Source: an optimization exercise on an open RTL-to-GDS flow (aim: small area). Production flows keep margins and buffers that such runs may drop.
Only simulation tests tie the RTL to the original design; equivalence was not proved.

## flow/design.v (module list and top-level ports; edited modules follow where they fit)
// module lrelu_config_ctrl: 31 lines
// module lrelu_coef_bank: 21 lines
// module lrelu_fa: 10 lines
// module lrelu_ha: 9 lines
// module lrelu_nand2: 7 lines
// module lrelu_a22oi: 9 lines
// module lrelu_xor2: 7 lines
// module lrelu_xnor2: 7 lines
// module lrelu_affine_stage: 1266 lines
// module lrelu_leaky_stage: 202 lines
// module lrelu_engine: 77 lines
module lrelu_engine (
  input  logic                                    clk,
  input  logic                                    rst,
  input  logic                                    clken,
  input  logic                                    s_valid,
  input  logic                                    s_last,
  input  logic [3:0]               s_user,
  input  logic [4*20-1:0]  s_data,
  input  logic                                    cfg_valid,
  input  logic [16-1:0]              cfg_data,
  output logic                                    m_valid,
  output logic                                    m_last,
  output logic [3:0]               m_user,
  output logic [4*8-1:0] m_data,
  output logic                                    count_config_full
);
  // ...
==> flow/flow/run.sh <==
#!/bin/bash
# Standard layout, except that synthesis maps the design's explicit cell
# modules (lrelu_fa, lrelu_ha, ...) straight onto the library cells and skips
# the extraction of further adder cells from the remaining logic, and the
# port buffers are the smallest buffer, and gates off the critical paths are
# downsized after global routing.
set -euo pipefail
WORK=$(pwd)
bash standard.sh SYNTH_CANONICALIZE_TCL="$WORK/flow/fa_map.tcl" ADDER_MAP_FILE= \
  "BUFFER_PORTS_ARGS=-buffer_cell sky130_fd_sc_hd__buf_1" RECOVER_POWER=100 finish > "$WORK/orfs_make.log" 2>&1
==> flow/flow/fa_map.tcl <==
# Map the design's explicit cell modules onto the library cells of the same
# function and port names.
foreach {m c} {lrelu_fa fa_1 lrelu_ha ha_1 lrelu_nand2 nand2_1 lrelu_a22oi a22oi_1
               lrelu_xor2 xor2_1 lrelu_xnor2 xnor2_1} {
  chtype -map $m sky130_fd_sc_hd__$c
}
hierarchy -top $::env(DESIGN_NAME)
==> flow/standard.sh <==
#!/bin/bash
# synth_recipe.tcl (not shown) runs the flow's synth.tcl, then flattens the netlist and writes it again
# the make line also repeats each setting of config.mk as NAME=value (left out here)
make -C /OpenROAD-flow-scripts/flow DESIGN_CONFIG=/design/flow/config.mk WORK_HOME=/design/flow/orfs CLKGATE_MAP_FILE= SYNTH_SCRIPT=/design/flow/synth_recipe.tcl "${@:-finish}"
==> flow/config.mk <==
export PLATFORM = sky130hd
export DESIGN_NAME = lrelu_engine
export DESIGN_NICKNAME = lrelu_engine
export VERILOG_FILES = /design/flow/design.v
export SDC_FILE = /design/flow/constraint.sdc
export NUM_CORES = 4
export LEC_CHECK = 0
export ABC_AREA = 1
export CAP_MARGIN = 20
export CORE_MARGIN = 2
export CORE_UTILIZATION = 70
export CTS_BUF_LIST = sky130_fd_sc_hd__clkbuf_16
export CTS_CLUSTER_DIAMETER = 100
export CTS_CLUSTER_SIZE = 25
export GPL_TIMING_DRIVEN = 0
export PLACE_DENSITY = 0.85
export SLEW_MARGIN = 20
==> flow/constraint.sdc <==
create_clock -name core_clock -period 8.0 [get_ports {clk}]
set_input_delay 1.6000 -clock core_clock [delete_from_list [all_inputs] [get_ports {clk}]]
set_output_delay 1.6000 -clock core_clock [all_outputs]
set_load 0.01 [all_outputs]
==> summary.txt, run 1 <==
# TYPE chip_impl_metric gauge
chip_impl_metric{name="layout.area.seq",unit="µm²"} 10900
chip_impl_metric{name="worst-endpoint-arrival",unit="ps"} 7840
chip_impl_metric{name="timing.critical_path.slowest_cell_delay",unit="ps"} 490
chip_impl_metric{name="detail_route.wirelength.met1",unit="mm"} 47.7
chip_impl_info{name="layout_common_cells",value="sky130_fd_sc_hd__nand2_1 (789), sky130_fd_sc_hd__xor2_1 (705), sky130_fd_sc_hd__fa_1 (656)"} 1
chip_impl_metric{name="achievable-frequency",unit="MHz"} 133
chip_impl_metric{name="worstSkewPairLatency",unit="ps"} 600
chip_impl_metric{name="layout-drive-gt1-share",unit="%"} 7.77
chip_impl_metric{name="seq_area_share",unit="%"} 21.2
chip_impl_metric{name="max_cap_viols",unit=""} 12
chip_impl_metric{name="postCtsHoldBufs",unit=""} 0
chip_impl_metric{name="timing_worst_slew_pin_value",unit="ps"} 1990
chip_impl_metric{name="met2RoutedLength",unit="mm"} 61.6
chip_impl_metric{name="clkSlewWorstSetupHoldPaths",unit="ps"} 100
chip_impl_metric{name="clkCellAreaFrac",unit="%"} 1.48
chip_impl_info{name="check-failures",value="capacitance limit, slew limit"} 1
chip_impl_metric{name="ys_async_sr_fraction",unit="%"} 0
chip_impl_info{name="grt_setup_unrepaired",value="false"} 1
chip_impl_info{name="top_regs",value="bank_i.coef: 144 flops, l_1: 80 flops, d_pipe: 74 flops"} 1
chip_impl_metric{name="worst_hold_check_slack",unit="ps"} 421
chip_impl_metric{name="slew_violations",unit=""} 222
chip_impl_metric{name="number_of_global_route_vias_before_repair",unit=""} 39200
chip_impl_metric{name="post_synth_xor_area_fraction",unit="%"} 14.3
chip_impl_metric{name="antenna_cells",unit=""} 8
chip_impl_info{name="synth.area.top_cells",value="sky130_fd_sc_hd__fa_1 (28%), sky130_fd_sc_hd__edfxtp_1 (23%), sky130_fd_sc_hd__xor2_1 (13%), sky130_fd_sc_hd__a22oi_1 (10%), sky130_fd_sc_hd__nand2_1 (6.2%)"} 1
chip_impl_info{name="path_class",value="reg2reg"} 1
chip_impl_metric{name="post_drt_wl_per_cell",unit="µm"} 23.2
chip_impl_metric{name="worstRegToRegCells",unit=""} 33
chip_impl_info{name="run_status",value="failed layout checks"} 1
chip_impl_metric{name="layout.cell_area.non_filler",unit="µm²"} 51200
chip_impl_metric{name="fp.dieH",unit="µm"} 264
chip_impl_metric{name="hold-path-cell-count",unit=""} 0
chip_impl_metric{name="post-place-cells",unit=""} 5746
==> run 2, diff against run 1 <==
==> flow/flow/run.sh (replaced) <==
#!/bin/bash
# Standard layout, except that synthesis maps the design's explicit cell
# modules (lrelu_fa, lrelu_ha, ...) straight onto the library cells and skips
# the extraction of further adder cells from the remaining logic, and the
# port buffers are the smallest buffer.
set -euo pipefail
WORK=$(pwd)
bash standard.sh SYNTH_CANONICALIZE_TCL="$WORK/flow/fa_map.tcl" ADDER_MAP_FILE= \
  "BUFFER_PORTS_ARGS=-buffer_cell sky130_fd_sc_hd__buf_1" finish > "$WORK/orfs_make.log" 2>&1
==> run 2 against run 1 <==
  * The run now finishes clean
  * Highest routed layer unchanged
  * First-iteration DRC count grew 0.97%
  * Global-route usage is the same
  * Clock skew is essentially flat
  * Critical path type unchanged
  * Utilization grew 0.40 points
==> summary.txt, run 2 <==
# TYPE chip_impl_metric gauge
chip_impl_metric{name="cts.repair.resized",unit=""} 0
chip_impl_metric{name="boundaryPins",unit=""} 145
chip_impl_metric{name="synth.yosys.seq_area_share",unit="%"} 22.9
chip_impl_info{name="max_flop_register",value="bank_i.coef"} 1
chip_impl_metric{name="number_of_global_route_vias_before_repair",unit=""} 39200
chip_impl_info{name="ys_dominant_reg_cell",value="sky130_fd_sc_hd__edfxtp_1"} 1
chip_impl_metric{name="max_reg_flops",unit=""} 144
chip_impl_metric{name="cts_sinks",unit=""} 364
chip_impl_metric{name="num_rows",unit=""} 95
chip_impl_metric{name="netlist_area",unit="µm²"} 47400
chip_impl_metric{name="post-cts-setup-buffer-count",unit=""} 0
chip_impl_metric{name="synth_edf_count",unit=""} 356
chip_impl_info{name="synth.area.top_cells",value="sky130_fd_sc_hd__fa_1 (28%), sky130_fd_sc_hd__edfxtp_1 (23%), sky130_fd_sc_hd__xor2_1 (13%), sky130_fd_sc_hd__a22oi_1 (10%), sky130_fd_sc_hd__nand2_1 (6.2%)"} 1
chip_impl_info{name="most_common_cell_after_layout_fill_and_taps_aside",value="sky130_fd_sc_hd__nand2_1"} 1
chip_impl_info{name="grt_setup_unrepaired",value="false"} 1
chip_impl_metric{name="slew_headroom",unit="%"} 24.4
chip_impl_metric{name="grt_residual_overflow",unit=""} 0
chip_impl_metric{name="detail_route.first_pass.iterations",unit=""} 8
chip_impl_metric{name="final.min_clock_period",unit="ps"} 7430
chip_impl_info{name="tritoncts",value="yes"} 1
chip_impl_metric{name="drt-initial-drc-count",unit=""} 5517
chip_impl_metric{name="multiInputGateArea",unit="µm²"} 35600
chip_impl_info{name="highest_delay_cell_along_the_critical_path",value="sky130_fd_sc_hd__fa_1"} 1
chip_impl_metric{name="clock_skew",unit="ps"} 24.8
chip_impl_metric{name="postCtsHoldBufs",unit=""} 0
chip_impl_info{name="path_class",value="reg2reg"} 1
chip_impl_metric{name="detail_route.drc_violations",unit=""} 0
chip_impl_info{name="post-synth-top-count-cell",value="sky130_fd_sc_hd__nand2_1"} 1
chip_impl_info{name="critical_path.endpoint_type",value="register"} 1
chip_impl_metric{name="worstRegToRegCells",unit=""} 32
chip_impl_metric{name="global_route.usage.total",unit="%"} 38.5
chip_impl_metric{name="setup-violations-final",unit=""} 0
chip_impl_metric{name="cp_data_required_time",unit="ps"} 8290
chip_impl_metric{name="fin_nets",unit=""} 5867
chip_impl_metric{name="finalCoreUtilization",unit="%"} 76.8
chip_impl_metric{name="met3_usage",unit="%"} 9.15
chip_impl_metric{name="io_buffers",unit=""} 144
chip_impl_info{name="top_regs",value="bank_i.coef: 144 flops, l_1: 80 flops, d_pipe: 74 flops"} 1
chip_impl_info{name="min_path_type",value="reg2reg"} 1
chip_impl_metric{name="slew_violations",unit=""} 0
chip_impl_metric{name="dp_hpwl",unit="mm"} 102
chip_impl_metric{name="worst_hold_check_slack",unit="ps"} 422
chip_impl_metric{name="post-synth-top-area-fraction",unit="%"} 27.7
chip_impl_metric{name="layout.cell_area.non_filler",unit="µm²"} 51500
chip_impl_metric{name="max_cap_viols",unit=""} 0
chip_impl_metric{name="achievable-frequency",unit="MHz"} 135
chip_impl_metric{name="cell_count_after_synthesis",unit=""} 4627
chip_impl_metric{name="floorplan.core_area",unit="µm²"} 67000
chip_impl_metric{name="postSynthRegisterBits",unit=""} 364
chip_impl_metric{name="placement.cell_area",unit="µm²"} 50700
chip_impl_metric{name="clkSlewWorstSetupHoldPaths",unit="ps"} 90
chip_impl_metric{name="gr-usage-met2",unit="%"} 61.0
chip_impl_metric{name="max-clock-path-buffers",unit=""} 3
chip_impl_metric{name="hold_viol_final",unit=""} 0
chip_impl_metric{name="ys_async_sr_fraction",unit="%"} 0
chip_impl_metric{name="layout.area.seq",unit="µm²"} 10900
chip_impl_metric{name="cts-htree-levels",unit=""} 1
chip_impl_metric{name="post_drt_wl_per_cell",unit="µm"} 23.2
chip_impl_metric{name="final.fill_count",unit=""} 4351
chip_impl_metric{name="gp_routability_congestion",unit=""} 0.967
chip_impl_info{name="run_status",value="no timing/DRC/antenna violations"} 1
chip_impl_metric{name="largest_net_degree_at_the_start_of_global_routing",unit=""} 35
chip_impl_info{name="synth_top_area_cell",value="sky130_fd_sc_hd__fa_1"} 1
chip_impl_metric{name="synth_cell_types",unit=""} 48
chip_impl_metric{name="vias",unit=""} 38600
chip_impl_metric{name="layout-drive-gt1-share",unit="%"} 8.59
chip_impl_metric{name="grt_pass1_wl",unit="mm"} 212
chip_impl_metric{name="setup_tns",unit="ps"} 0
chip_impl_metric{name="timing.critical_path.slowest_cell_delay",unit="ps"} 440
chip_impl_metric{name="layout_worst_path_cycle_share",unit="%"} 92.9
chip_impl_info{name="globalRoute.busiestLayer",value="met2"} 1
chip_impl_metric{name="critPathMaxFanout",unit=""} 10
chip_impl_info{name="start_kind",value="register"} 1
chip_impl_metric{name="syn_avg_cell_area",unit="µm²"} 10.2
chip_impl_metric{name="wirelength",unit="mm"} 134
chip_impl_metric{name="globalRouteMet1Util",unit="%"} 49.8
chip_impl_metric{name="die_area",unit="µm²"} 69800
chip_impl_metric{name="viasPerCell",unit=""} 6.67
chip_impl_metric{name="fp.dieH",unit="µm"} 264
chip_impl_metric{name="growth_of_design_area_from_synthesis_to_finish",unit="%"} 8.71
chip_impl_info{name="layout_common_cells",value="sky130_fd_sc_hd__nand2_1 (778), sky130_fd_sc_hd__xor2_1 (705), sky130_fd_sc_hd__fa_1 (656)"} 1
chip_impl_metric{name="worstSkewPairLatency",unit="ps"} 600
chip_impl_metric{name="timing_worst_slew_pin_value",unit="ps"} 1130
chip_impl_info{name="cts.root.buffer_cell",value="sky130_fd_sc_hd__clkbuf_16"} 1
chip_impl_metric{name="hold-path-cell-count",unit=""} 0
chip_impl_metric{name="initial_standard_cell_utilization_of_the_core",unit="%"} 70.7
chip_impl_metric{name="floorplan.die.width",unit="µm"} 264
chip_impl_metric{name="worst-endpoint-arrival",unit="ps"} 7720
chip_impl_metric{name="route.antenna.remaining_nets",unit=""} 0
chip_impl_info{name="synth_commonest_cells",value="sky130_fd_sc_hd__nand2_1 (778), sky130_fd_sc_hd__xor2_1 (705), sky130_fd_sc_hd__fa_1 (656)"} 1
chip_impl_metric{name="antenna_found_initial",unit=""} 7
chip_impl_metric{name="synth-warning-count",unit=""} 4
chip_impl_metric{name="numCtsBuffers",unit=""} 23
## run 2: worst paths after layout
check	from	endpoint	slack (ps)
setup / recovery	side_1[3]$_DFFE_PP_	d_pipe[0][16]$_DFFE_PP_	570
hold reg to reg	side_1[1]$_DFFE_PP_	d_pipe[0][33]$_DFFE_PP_	420
hold / removal	side_1[1]$_DFFE_PP_	d_pipe[0][33]$_DFFE_PP_	420
setup reg to reg	side_1[3]$_DFFE_PP_	d_pipe[0][16]$_DFFE_PP_	570
## run 2: cell families (layout without fill, tap and decap cells)
| logic type | Yosys count | in the layout | share of synthesized area [%] |
|---|---|---|---|
| and+or+nand+nor | 1418 | 1418 | 13.3 |
| adders and majority gates | 860 | 860 | 33.1 |
| AOI/OAI and AO/OA | 853 | 853 | 12.7 |
| xor gates and xnor gates | 774 | 774 | 14.3 |
| DFF | 364 | 364 | 22.9 |
| buffers and inverters | 301 | 586 | 2.43 |
| muxes | 56 | 56 | 1.18 |
| other | 1 | 6 | 0.00791 |
## run 2: cell type report
| cell class | count | share of cell area [%] |
|---|---|---|
| Inverter | 282 | 2.05 |
| Timing Repair Buffer | 246 | 3.92 |
| Antenna cell | 2 | 0.00972 |
| Multi-Input combinational cell | 3965 | 69.2 |
| Clock inverter | 16 | 0.352 |
| Clock buffer | 23 | 1.12 |
| Tap cell | 873 | 2.12 |
| Buffer | 19 | 0.180 |
| Sequential cell | 364 | 21.1 |
## run 2: per-layer routing
| metal | routed length, µm | up-vias |
|---|---|---|
| met3 | 16600 | 660 |
| met2 | 61300 | 2811 |
| li1 | - | 16600 |
| met5 | 78 | - |
| met4 | 8590 | 12 |
| met1 | 47600 | 18500 |
## run 2: through the flow
| step | instances | setup WS [ps] |
|---|---|---|
| floorplan | 4630 | 1690 |
| global placement | 5647 | -6950 |
| detailed placement | 5746 | 687 |
| CTS | 5785 | 649 |
| global route | 5788 | 255 |
| finish | 5790 | 571 |
## run 2: critical path, delay by kind of cell, from the launching register on
kind | cells | cell delay [ps]
fa+ha+maj | 9 | 3480
buf+inv | 3 | 880
flops | 1 | 390
mux | 1 | 320
simple gates | 19 | 2040

-- separate check: timing with driven ports --
The flow's constraints put no driver on any port. The routed layouts listed below were extracted and timed again, unchanged, in two steps. Step 1: set_driving_cell puts a clkbuf_16 on clk and a buf_2 on each other input, an assumption about the parent block. Step 2 adds t to the input delays and takes it off the output delays; t is the mean of the earliest and latest rising clock arrival at the registers after step 1. Input paths then give back, and output paths get back, about the clock's delay inside the block. Slacks: no drivers / after step 1 / after step 2; pairs: no drivers / after step 1.
run	t (ns)	slack for setup (ns)	worst slew at a driven data input, ns
run 1	0.653	0.504 / 0.504 / -0.114	0.06
run 2	0.653	0.571 / 0.571 / 0.571	0.06
The setup slack of run 1, which loses most, moves by 0.000 ns with the drivers and by -0.618 ns with both steps.
